Background: an optimization exercise with open tools, aiming at small area, a short achievable clock period and few clock cycles. Do not read the settings as production practice. Where RTL was checked, it was by simulation tests only, not by an equivalence proof against the original. No activity file was given, so power comes from the tool's default toggle rates.

==> 07-07 <==
==> flow/design.v (excerpt) <==
module mac_array (
  input  logic        clk,
  input  logic        arst_n_in,
  input  logic        in_valid,
  output logic        in_ready,
  input  logic [63:0] a_in,
  input  logic [63:0] b_in,
  input  logic        in_last,
  input  logic        round_in,
  input  logic        sat_in,
  output logic        out_valid,
  input  logic        out_ready,
  output logic [63:0] out,
  output logic [3:0]  out_ovf
);
Settings: LEC_CHECK=0, ABC_AREA=1, CAP_MARGIN=20, CORE_MARGIN=2, CORE_UTILIZATION=40, SETUP_SLACK_MARGIN=4.1, SLEW_MARGIN=20; clock period 7.0 ns.
standard.sh (not shown) runs the stock make flow with config.mk's settings and CLKGATE_MAP_FILE= SYNTH_SCRIPT=/design/flow/synth_recipe.tcl, a recipe that flattens the netlist after the stock synthesis.
==> flow/flow/run.sh <==
#!/bin/bash
# Standard layout flow, with the port buffers made from a regular buffer
# cell (the default pick is a delay cell). All tool output is in
# orfs/logs/ (per step) and in standard.log here.
set -euo pipefail
export BUFFER_PORTS_ARGS="-buffer_cell sky130_fd_sc_hd__buf_4"
bash standard.sh > standard.log 2>&1
==> inputs of 04-23, as changes to 07-07 <==
==> flow/run.sh (new file) <==
#!/bin/bash
# synth_recipe.tcl (not shown) runs the flow's synth.tcl, then flattens the netlist and writes it again
# the make line also repeats each setting of config.mk as NAME=value (left out here)
make -C /OpenROAD-flow-scripts/flow DESIGN_CONFIG=/design/flow/config.mk WORK_HOME=/design/flow/orfs CLKGATE_MAP_FILE= SYNTH_SCRIPT=/design/flow/synth_recipe.tcl finish
removed: flow/flow/run.sh
removed: flow/standard.sh
==> impl_metrics.json <==
{
  "viasPerCell": 4.770,
  "track_usage": 0.1880,
  "regArea_um2": 25710,
  "outcome": "timing/DRC/antenna clean",
  "signal_buffers": 244,
  "pwr-share-comb": 0.547,
  "pg_comb_mw": 22.7,
  "crit_path_end": "g_lane[0].u_lane.acc_q[22]",
  "use_met3": 0.03052,
  "top_layer_used": "met5",
  "fin_crit_sh": 0.4734,
  "place_inst": 8693,
  "num-fill-cells": 15097,
  "area_delta_synth_final_pct": 14.11,
  "power.internal_mw": 24.29,
  "reg2reg_to": "g_lane[0].u_lane.acc_q[22]",
  "met2_usage": 0.3062,
  "max_freq_ghz": 0.3018,
  "multi_input_area_share": 0.4534,
  "dp_worst_setup_slack_ps": 3437,
  "seq-cell-share": 0.3496
}
[end of results for 04-23]
==> impl_metrics.json <==
{
  "use_met3": 0.03025,
  "max_freq_ghz": 0.3049,
  "num-fill-cells": 15101,
  "power_mw": 41.61,
  "synth-seq-area-share": 0.3979,
  "seq_cell_count": 1175,
  "pwr-share-comb": 0.553,
  "power.internal_mw": 24.43,
  "crit_path_end": "g_lane[0].u_lane.acc_q[26]",
  "reg2reg_to": "g_lane[0].u_lane.acc_q[26]",
  "signal_buffers": 241,
  "top_layer_used": "met4",
  "area_delta_synth_final_pct": 13.11,
  "regArea_um2": 25700,
  "seq-cell-share": 0.3525,
  "synth_most_common_cell": "inv_1",
  "viasPerCell": 4.760,
  "pg_comb_mw": 23.0,
  "met2_usage": 0.3026,
  "outcome": "timing/DRC/antenna clean",
  "multi_input_area_share": 0.4572,
  "fin_crit_sh": 0.4686
}
[end of results for 07-07]
Function was not checked in any run of this note: the RTL went through the layout flow alone.

* * *

==> inputs of v39 <==
Another version of the RTL of mac_array (not shown whole).
==> module mac_lane, before the edit <==
module mac_lane #(
  parameter int unsigned NV = 85
) (
  input  logic        clk_i,
  input  logic        rst_ni,
  input  logic        take_i,     
  input  logic [15:0] a_i,
  input  logic [15:0] b_i,
  input  logic        v1_i,       
  input  logic        l1_i,       
  input  logic        rnd_i,      
  input  logic        rnd_f_i,    
  input  logic        sat_f_i,
  output logic [15:0] res_o,      
  output logic        ovf_o
);
  logic [15:0]   a_q;
  logic [7:0]    one_d, two_d, neg_d, one_q, two_q, neg_q;
  logic [NV-1:0] pv, pv_q;
  logic [47:0]   rs, rc;
  logic [47:15]  fin_q;
  always_comb begin
    for (int i = 0; i < 8; i++) begin
      {neg_d[i], two_d[i], one_d[i]} =
        mac_pkg::booth_enc(b_i[2*i+1], b_i[2*i], (i == 0) ? 1'b0 : b_i[2*i-1]);
    end
  end
  always_ff @(posedge clk_i) begin
    a_q   <= take_i ? a_i : 16'h0;
    one_q <= one_d;
    two_q <= two_d;
    neg_q <= neg_d;
  end
  mac_pp_tree u_pp (.a(a_q), .one(one_q), .two(two_q), .neg(neg_q), .v(pv));
  always_ff @(posedge clk_i) begin
    pv_q <= pv;
  end
  logic [47:0] acc_q, acc_g, acc_n, pend, t;
  logic [11:1] cc_q, cc_g;
  logic [11:0] co;
  logic        part_q;
  always_ff @(posedge clk_i or negedge rst_ni) begin
    if (!rst_ni) begin
      part_q <= 1'b0;
    end else if (v1_i) begin
      part_q <= ~l1_i;
    end
  end
  assign acc_g = part_q ? acc_q : 48'h0;
  assign cc_g  = part_q ? cc_q : 11'h0;
  mac_acc_tree u_acc (.v(pv_q), .acc(acc_g), .s(rs), .c(rc));
  for (genvar gj = 0; gj < 12; gj++) begin : g_blk
    mac_add4c u_blk (
      .a (rs[4*gj +: 4]),
      .b (rc[4*gj +: 4]),
      .ci((gj == 0) ? 1'b0 : cc_g[gj]),
      .co(co[gj]),
      .y (acc_n[4*gj +: 4])
    );
  end
  always_ff @(posedge clk_i) begin
    acc_q <= acc_n;
    cc_q  <= co[10:0];
  end
  always_comb begin
    pend = 48'h0;
    for (int j = 1; j < 12; j++) pend[4*j] = cc_q[j];
    pend[15] = rnd_i;
  end
  mac_add48 u_fin (.a(acc_q), .b(pend), .y(t));
  always_ff @(posedge clk_i) begin
    fin_q <= t[47:15];
  end
  logic wrap, sgn;
  always_comb begin
    wrap  = rnd_f_i & fin_q[47] & ~|fin_q[46:15];
    sgn   = fin_q[47] & ~wrap;
    ovf_o = ~(&fin_q[47:31] | ~|fin_q[47:31]);
    res_o = (sat_f_i & ovf_o) ? (sgn ? 16'h8000 : 16'h7fff) : fin_q[31:16];
  end
endmodule
==> module mac_add4c, before the edit <==
module mac_add4c (
  input  logic [3:0] a,
  input  logic [3:0] b,
  input  logic        ci,
  output logic        co,
  output logic [3:0] y
);
  logic [3:0] g, p, x;
  logic [4:0]   c;
  logic [0:0] gg, gp;
  assign g = a & b;
  assign p = a | b;
  assign x = a ^ b;
  assign c[0] = ci;
  assign gg[0] = (g[3])
      | (g[2] & p[3])
      | (g[1] & p[2] & p[3])
      | (g[0] & p[1] & p[2] & p[3]);
  assign gp[0] = p[0] & p[1] & p[2] & p[3];
  assign c[4] = (gg[0])
      | (ci & gp[0]);
  assign c[1] = (g[0])
      | (c[0] & p[0]);
  assign c[2] = (g[1])
      | (g[0] & p[1])
      | (c[0] & p[0] & p[1]);
  assign c[3] = (g[2])
      | (g[1] & p[2])
      | (g[0] & p[1] & p[2])
      | (c[0] & p[0] & p[1] & p[2]);
  assign y = x ^ c[3:0];
  assign co = c[4];
endmodule
Settings: LEC_CHECK=0, ABC_AREA=1, CAP_MARGIN=20, CORE_MARGIN=2, CORE_UTILIZATION=40, SETUP_SLACK_MARGIN=4.05, SLEW_MARGIN=20; clock period 7.0 ns.
run.sh (not shown) runs the stock make flow with config.mk's settings and CLKGATE_MAP_FILE= SYNTH_SCRIPT=/design/flow/synth_recipe.tcl, a recipe that flattens the netlist after the stock synthesis.
Stock flow here: none of the scripts above is used.
==> v24 (differences from v39) <==
--- a/flow/design.v
+++ b/flow/design.v
@@ -34,10 +34,15 @@
     end
   end
+  logic [15:0] a_n_q;
+  logic [7:0]  one_n_q, two_n_q;
   always_ff @(posedge clk_i) begin
-    a_q   <= take_i ? a_i : 16'h0;
-    one_q <= one_d;
-    two_q <= two_d;
-    neg_q <= neg_d;
+    a_n_q   <= take_i ? ~a_i : 16'hffff;
+    one_n_q <= ~one_d;
+    two_n_q <= ~two_d;
+    neg_q   <= neg_d;
   end
+  assign a_q   = ~a_n_q;
+  assign one_q = ~one_n_q;
+  assign two_q = ~two_n_q;
   mac_pp_tree u_pp (.a(a_q), .one(one_q), .two(two_q), .neg(neg_q), .v(pv));
   always_ff @(posedge clk_i) begin
@@ -45,6 +50,6 @@
   end
   logic [47:0] acc_q, acc_g, acc_n, pend, t;
-  logic [11:1] cc_q, cc_g;
-  logic [11:0] co;
+  logic [5:1]  cc_q, cc_g;
+  logic [5:0]  co;
   logic        part_q;
   always_ff @(posedge clk_i or negedge rst_ni) begin
@@ -56,22 +61,22 @@
   end
   assign acc_g = part_q ? acc_q : 48'h0;
-  assign cc_g  = part_q ? cc_q : 11'h0;
+  assign cc_g  = part_q ? cc_q : 5'h0;
   mac_acc_tree u_acc (.v(pv_q), .acc(acc_g), .s(rs), .c(rc));
-  for (genvar gj = 0; gj < 12; gj++) begin : g_blk
-    mac_add4c u_blk (
-      .a (rs[4*gj +: 4]),
-      .b (rc[4*gj +: 4]),
+  for (genvar gj = 0; gj < 6; gj++) begin : g_blk
+    mac_add8c u_blk (
+      .a (rs[8*gj +: 8]),
+      .b (rc[8*gj +: 8]),
       .ci((gj == 0) ? 1'b0 : cc_g[gj]),
       .co(co[gj]),
-      .y (acc_n[4*gj +: 4])
+      .y (acc_n[8*gj +: 8])
     );
   end
   always_ff @(posedge clk_i) begin
     acc_q <= acc_n;
-    cc_q  <= co[10:0];
+    cc_q  <= co[4:0];
   end
   always_comb begin
     pend = 48'h0;
-    for (int j = 1; j < 12; j++) pend[4*j] = cc_q[j];
+    for (int j = 1; j < 6; j++) pend[8*j] = cc_q[j];
     pend[15] = rnd_i;
   end
@@ -908,36 +913,60 @@
   assign c[47] = t150;
 endmodule
-module mac_add4c (
-  input  logic [3:0] a,
-  input  logic [3:0] b,
+module mac_add8c (
+  input  logic [7:0] a,
+  input  logic [7:0] b,
   input  logic        ci,
   output logic        co,
-  output logic [3:0] y
+  output logic [7:0] y
 );
-  logic [3:0] g, p, x;
-  logic [4:0]   c;
-  logic [0:0] gg, gp;
-  assign g = a & b;
-  assign p = a | b;
-  assign x = a ^ b;
-  assign c[0] = ci;
-  assign gg[0] = (g[3])
-      | (g[2] & p[3])
-      | (g[1] & p[2] & p[3])
-      | (g[0] & p[1] & p[2] & p[3]);
-  assign gp[0] = p[0] & p[1] & p[2] & p[3];
-  assign c[4] = (gg[0])
-      | (ci & gp[0]);
-  assign c[1] = (g[0])
-      | (c[0] & p[0]);
-  assign c[2] = (g[1])
-      | (g[0] & p[1])
-      | (c[0] & p[0] & p[1]);
-  assign c[3] = (g[2])
-      | (g[1] & p[2])
-      | (g[0] & p[1] & p[2])
-      | (c[0] & p[0] & p[1] & p[2]);
-  assign y = x ^ c[3:0];
-  assign co = c[4];
+  logic [7:0] g, p, cy;
+  assign g = {a[7:1] & b[7:1], (a[0] & b[0]) | ((a[0] ^ b[0]) & ci)};
+  assign p = a ^ b;
+  logic gg1, pp1;
+  logic gg2, pp2;
+  logic gg3, pp3;
+  logic gg4, pp4;
+  logic gg5, pp5;
+  logic gg6, pp6;
+  logic gg7, pp7;
+  logic gg8, pp8;
+  logic gg9, pp9;
+  logic gg10, pp10;
+  logic gg11, pp11;
+  logic gg12, pp12;
+  assign gg1 = g[1] | (p[1] & g[0]);
+  assign pp1 = 1'b0;
+  assign gg2 = g[3] | (p[3] & g[2]);
+  assign pp2 = p[3] & p[2];
+  assign gg3 = g[5] | (p[5] & g[4]);
+  assign pp3 = p[5] & p[4];
+  assign gg4 = g[7] | (p[7] & g[6]);
+  assign pp4 = p[7] & p[6];
+  assign gg5 = g[2] | (p[2] & gg1);
+  assign pp5 = 1'b0;
+  assign gg6 = gg2 | (pp2 & gg1);
+  assign pp6 = 1'b0;
+  assign gg7 = g[6] | (p[6] & gg3);
+  assign pp7 = p[6] & pp3;
+  assign gg8 = gg4 | (pp4 & gg3);
+  assign pp8 = pp4 & pp3;
+  assign gg9 = g[4] | (p[4] & gg6);
+  assign pp9 = 1'b0;
+  assign gg10 = gg3 | (pp3 & gg6);
+  assign pp10 = 1'b0;
+  assign gg11 = gg7 | (pp7 & gg6);
+  assign pp11 = 1'b0;
+  assign gg12 = gg8 | (pp8 & gg6);
+  assign pp12 = 1'b0;
+  assign cy[0] = ci;
+  assign cy[1] = g[0];
+  assign cy[2] = gg1;
+  assign cy[3] = gg5;
+  assign cy[4] = gg6;
+  assign cy[5] = gg9;
+  assign cy[6] = gg10;
+  assign cy[7] = gg11;
+  assign y = p ^ cy;
+  assign co = gg12;
 endmodule
 module mac_add48 (
==> flow/flow/run.sh (new file) <==
#!/bin/bash
# Standard layout flow, with the port buffers made from a regular buffer
# cell (the default pick is a delay cell). All tool output is in
# orfs/logs/ (per step) and in standard.log here.
set -euo pipefail
export BUFFER_PORTS_ARGS="-buffer_cell sky130_fd_sc_hd__buf_1"
bash standard.sh > standard.log 2>&1
==> flow/standard.sh (new file) <==
#!/bin/bash
# synth_recipe.tcl (not shown) runs the flow's synth.tcl, then flattens the netlist and writes it again
# the make line also repeats each setting of config.mk as NAME=value (left out here)
make -C /OpenROAD-flow-scripts/flow DESIGN_CONFIG=/design/flow/config.mk WORK_HOME=/design/flow/orfs CLKGATE_MAP_FILE= SYNTH_SCRIPT=/design/flow/synth_recipe.tcl "${@:-finish}"
- CTS_CLUSTER_DIAMETER: unset -> 120
- CTS_CLUSTER_SIZE: unset -> 22
removed: flow/run.sh
==> v30 (differences from v39) <==
--- a/flow/design.v
+++ b/flow/design.v
@@ -45,6 +45,6 @@
   end
   logic [47:0] acc_q, acc_g, acc_n, pend, t;
-  logic [11:1] cc_q, cc_g;
-  logic [11:0] co;
+  logic [5:1]  cc_q, cc_g;
+  logic [5:0]  co;
   logic        part_q;
   always_ff @(posedge clk_i or negedge rst_ni) begin
@@ -56,22 +56,22 @@
   end
   assign acc_g = part_q ? acc_q : 48'h0;
-  assign cc_g  = part_q ? cc_q : 11'h0;
+  assign cc_g  = part_q ? cc_q : 5'h0;
   mac_acc_tree u_acc (.v(pv_q), .acc(acc_g), .s(rs), .c(rc));
-  for (genvar gj = 0; gj < 12; gj++) begin : g_blk
-    mac_add4c u_blk (
-      .a (rs[4*gj +: 4]),
-      .b (rc[4*gj +: 4]),
+  for (genvar gj = 0; gj < 6; gj++) begin : g_blk
+    mac_add8c u_blk (
+      .a (rs[8*gj +: 8]),
+      .b (rc[8*gj +: 8]),
       .ci((gj == 0) ? 1'b0 : cc_g[gj]),
       .co(co[gj]),
-      .y (acc_n[4*gj +: 4])
+      .y (acc_n[8*gj +: 8])
     );
   end
   always_ff @(posedge clk_i) begin
     acc_q <= acc_n;
-    cc_q  <= co[10:0];
+    cc_q  <= co[4:0];
   end
   always_comb begin
     pend = 48'h0;
-    for (int j = 1; j < 12; j++) pend[4*j] = cc_q[j];
+    for (int j = 1; j < 6; j++) pend[8*j] = cc_q[j];
     pend[15] = rnd_i;
   end
@@ -908,36 +908,60 @@
   assign c[47] = t150;
 endmodule
-module mac_add4c (
-  input  logic [3:0] a,
-  input  logic [3:0] b,
+module mac_add8c (
+  input  logic [7:0] a,
+  input  logic [7:0] b,
   input  logic        ci,
   output logic        co,
-  output logic [3:0] y
+  output logic [7:0] y
 );
-  logic [3:0] g, p, x;
-  logic [4:0]   c;
-  logic [0:0] gg, gp;
-  assign g = a & b;
-  assign p = a | b;
-  assign x = a ^ b;
-  assign c[0] = ci;
-  assign gg[0] = (g[3])
-      | (g[2] & p[3])
-      | (g[1] & p[2] & p[3])
-      | (g[0] & p[1] & p[2] & p[3]);
-  assign gp[0] = p[0] & p[1] & p[2] & p[3];
-  assign c[4] = (gg[0])
-      | (ci & gp[0]);
-  assign c[1] = (g[0])
-      | (c[0] & p[0]);
-  assign c[2] = (g[1])
-      | (g[0] & p[1])
-      | (c[0] & p[0] & p[1]);
-  assign c[3] = (g[2])
-      | (g[1] & p[2])
-      | (g[0] & p[1] & p[2])
-      | (c[0] & p[0] & p[1] & p[2]);
-  assign y = x ^ c[3:0];
-  assign co = c[4];
+  logic [7:0] g, p, cy;
+  assign g = {a[7:1] & b[7:1], (a[0] & b[0]) | ((a[0] ^ b[0]) & ci)};
+  assign p = a ^ b;
+  logic gg1, pp1;
+  logic gg2, pp2;
+  logic gg3, pp3;
+  logic gg4, pp4;
+  logic gg5, pp5;
+  logic gg6, pp6;
+  logic gg7, pp7;
+  logic gg8, pp8;
+  logic gg9, pp9;
+  logic gg10, pp10;
+  logic gg11, pp11;
+  logic gg12, pp12;
+  assign gg1 = g[1] | (p[1] & g[0]);
+  assign pp1 = 1'b0;
+  assign gg2 = g[3] | (p[3] & g[2]);
+  assign pp2 = p[3] & p[2];
+  assign gg3 = g[5] | (p[5] & g[4]);
+  assign pp3 = p[5] & p[4];
+  assign gg4 = g[7] | (p[7] & g[6]);
+  assign pp4 = p[7] & p[6];
+  assign gg5 = g[2] | (p[2] & gg1);
+  assign pp5 = 1'b0;
+  assign gg6 = gg2 | (pp2 & gg1);
+  assign pp6 = 1'b0;
+  assign gg7 = g[6] | (p[6] & gg3);
+  assign pp7 = p[6] & pp3;
+  assign gg8 = gg4 | (pp4 & gg3);
+  assign pp8 = pp4 & pp3;
+  assign gg9 = g[4] | (p[4] & gg6);
+  assign pp9 = 1'b0;
+  assign gg10 = gg3 | (pp3 & gg6);
+  assign pp10 = 1'b0;
+  assign gg11 = gg7 | (pp7 & gg6);
+  assign pp11 = 1'b0;
+  assign gg12 = gg8 | (pp8 & gg6);
+  assign pp12 = 1'b0;
+  assign cy[0] = ci;
+  assign cy[1] = g[0];
+  assign cy[2] = gg1;
+  assign cy[3] = gg5;
+  assign cy[4] = gg6;
+  assign cy[5] = gg9;
+  assign cy[6] = gg10;
+  assign cy[7] = gg11;
+  assign y = p ^ cy;
+  assign co = gg12;
 endmodule
 module mac_add48 (
==> flow/flow/run.sh (new file) <==
#!/bin/bash
# Standard layout flow, with the port buffers made from a regular buffer
# cell (the default pick is a delay cell). All tool output is in
# orfs/logs/ (per step) and in standard.log here.
set -euo pipefail
export BUFFER_PORTS_ARGS="-buffer_cell sky130_fd_sc_hd__buf_4"
bash standard.sh > standard.log 2>&1
==> flow/standard.sh (new file) <==
#!/bin/bash
# synth_recipe.tcl (not shown) runs the flow's synth.tcl, then flattens the netlist and writes it again
# the make line also repeats each setting of config.mk as NAME=value (left out here)
make -C /OpenROAD-flow-scripts/flow DESIGN_CONFIG=/design/flow/config.mk WORK_HOME=/design/flow/orfs CLKGATE_MAP_FILE= SYNTH_SCRIPT=/design/flow/synth_recipe.tcl "${@:-finish}"
- SETUP_SLACK_MARGIN: 4.05 -> 4.15
removed: flow/run.sh
==> comparison table <==
Worst path setup slack after routing: v30 4.11 ns; v39 4.05 ns; v24 4.12 ns
Outcome: v30 complete, no violations; v39 complete, no violations; v24 complete, no violations
Critical path data required time: v30 5.60 ns; v39 5.60 ns; v24 7.57 ns
Vias/cell: v30 4.89; v39 4.78; v24 4.86
Async set-or-reset flop fraction in the synthesized netlist: v30 1.40%; v39 1.37%; v24 1.40%
Peak fanout along the critical path: v30 1; v39 1; v24 6
Effective utilization at floorplan: v30 40.2%; v39 40.1%; v24 40.4%
Switching power summed over all nets: v30 15.4 mW; v39 16.4 mW; v24 14.1 mW
Clock buffer instance count of the final layout: v30 172; v39 164; v24 77
Number of violations reported at the end of detailed-routing iteration 0: v30 3178; v39 3206; v24 2340
Proportion of cell area occupied by multi-input gates: v30 45.2%; v39 46.9%; v24 49.9%
Total global routing track utilization: v30 18.8%; v39 18.8%; v24 17.6%
Yosys reg bits: v30 1071; v39 1095; v24 1071
Final core occ: v30 47.8%; v39 46.4%; v24 43.3%
N_taps: v30 2030; v39 2204; v24 2016
Portion of the layout cell area used by clock cells: v30 5.94%; v39 5.62%; v24 2.54%
Wire length of the first global-routing pass: v30 235000 um; v39 254000 um; v24 218000 um
Simple-gate share of the synthesized area: v30 9.48%; v39 9.24%; v24 9.62%
Ratio of total power to cell area: v30 521 nW/um2; v39 502 nW/um2; v24 508 nW/um2
Instance area at placement: v30 64200 um2; v39 70700 um2; v24 62400 um2
Antenna violations before repair: v30 3; v39 4; v24 3
Testbench counts of v24, summed over its fixed seeds: cycles 20,723.
Testbench counts of v30, summed over its fixed seeds: cycles 20,723.
No functional check of the RTL was part of v39.

## what the ideal ports hide
No port has a modelled driver above. Below, the same layouts with a new extraction and two added sets of constraints.
Step 1 (the two cells are an assumption about what drives the block):
set clk [get_ports {clk}]
set_driving_cell -lib_cell sky130_fd_sc_hd__clkbuf_16 $clk
set_driving_cell -lib_cell sky130_fd_sc_hd__buf_2 [delete_from_list [all_inputs] $clk]
Step 2 moves the port delays by t, midway between the first and last clock arrival at a register: inputs arrive t later, outputs are due t later. That takes back most of the time a late clock gives input paths.
a / b / c = ideal ports / drivers / drivers and shift; a / b = the first two.
| run | t (ns) | setup slack, ns | worst setup path after step 2 | worst data-port slew with drivers (ns) |
|---|---|---|---|---|
| 07-07 | 0.829 | 3.720 / 3.720 / 3.720 | register to register | 0.11 |
| 04-23 | 0.827 | 3.686 / 3.686 / 3.630 | input to register | 0.11 |
| v39 | 0.855 | 4.054 / 3.973 / 3.725 | input to register | 0.05 |
| v24 | 0.748 | 4.123 / 4.100 / 4.012 | input to register | 0.05 |
| v30 | 0.808 | 4.107 / 4.028 / 3.778 | input to register | 0.06 |
After both steps every run listed still meets setup and hold.
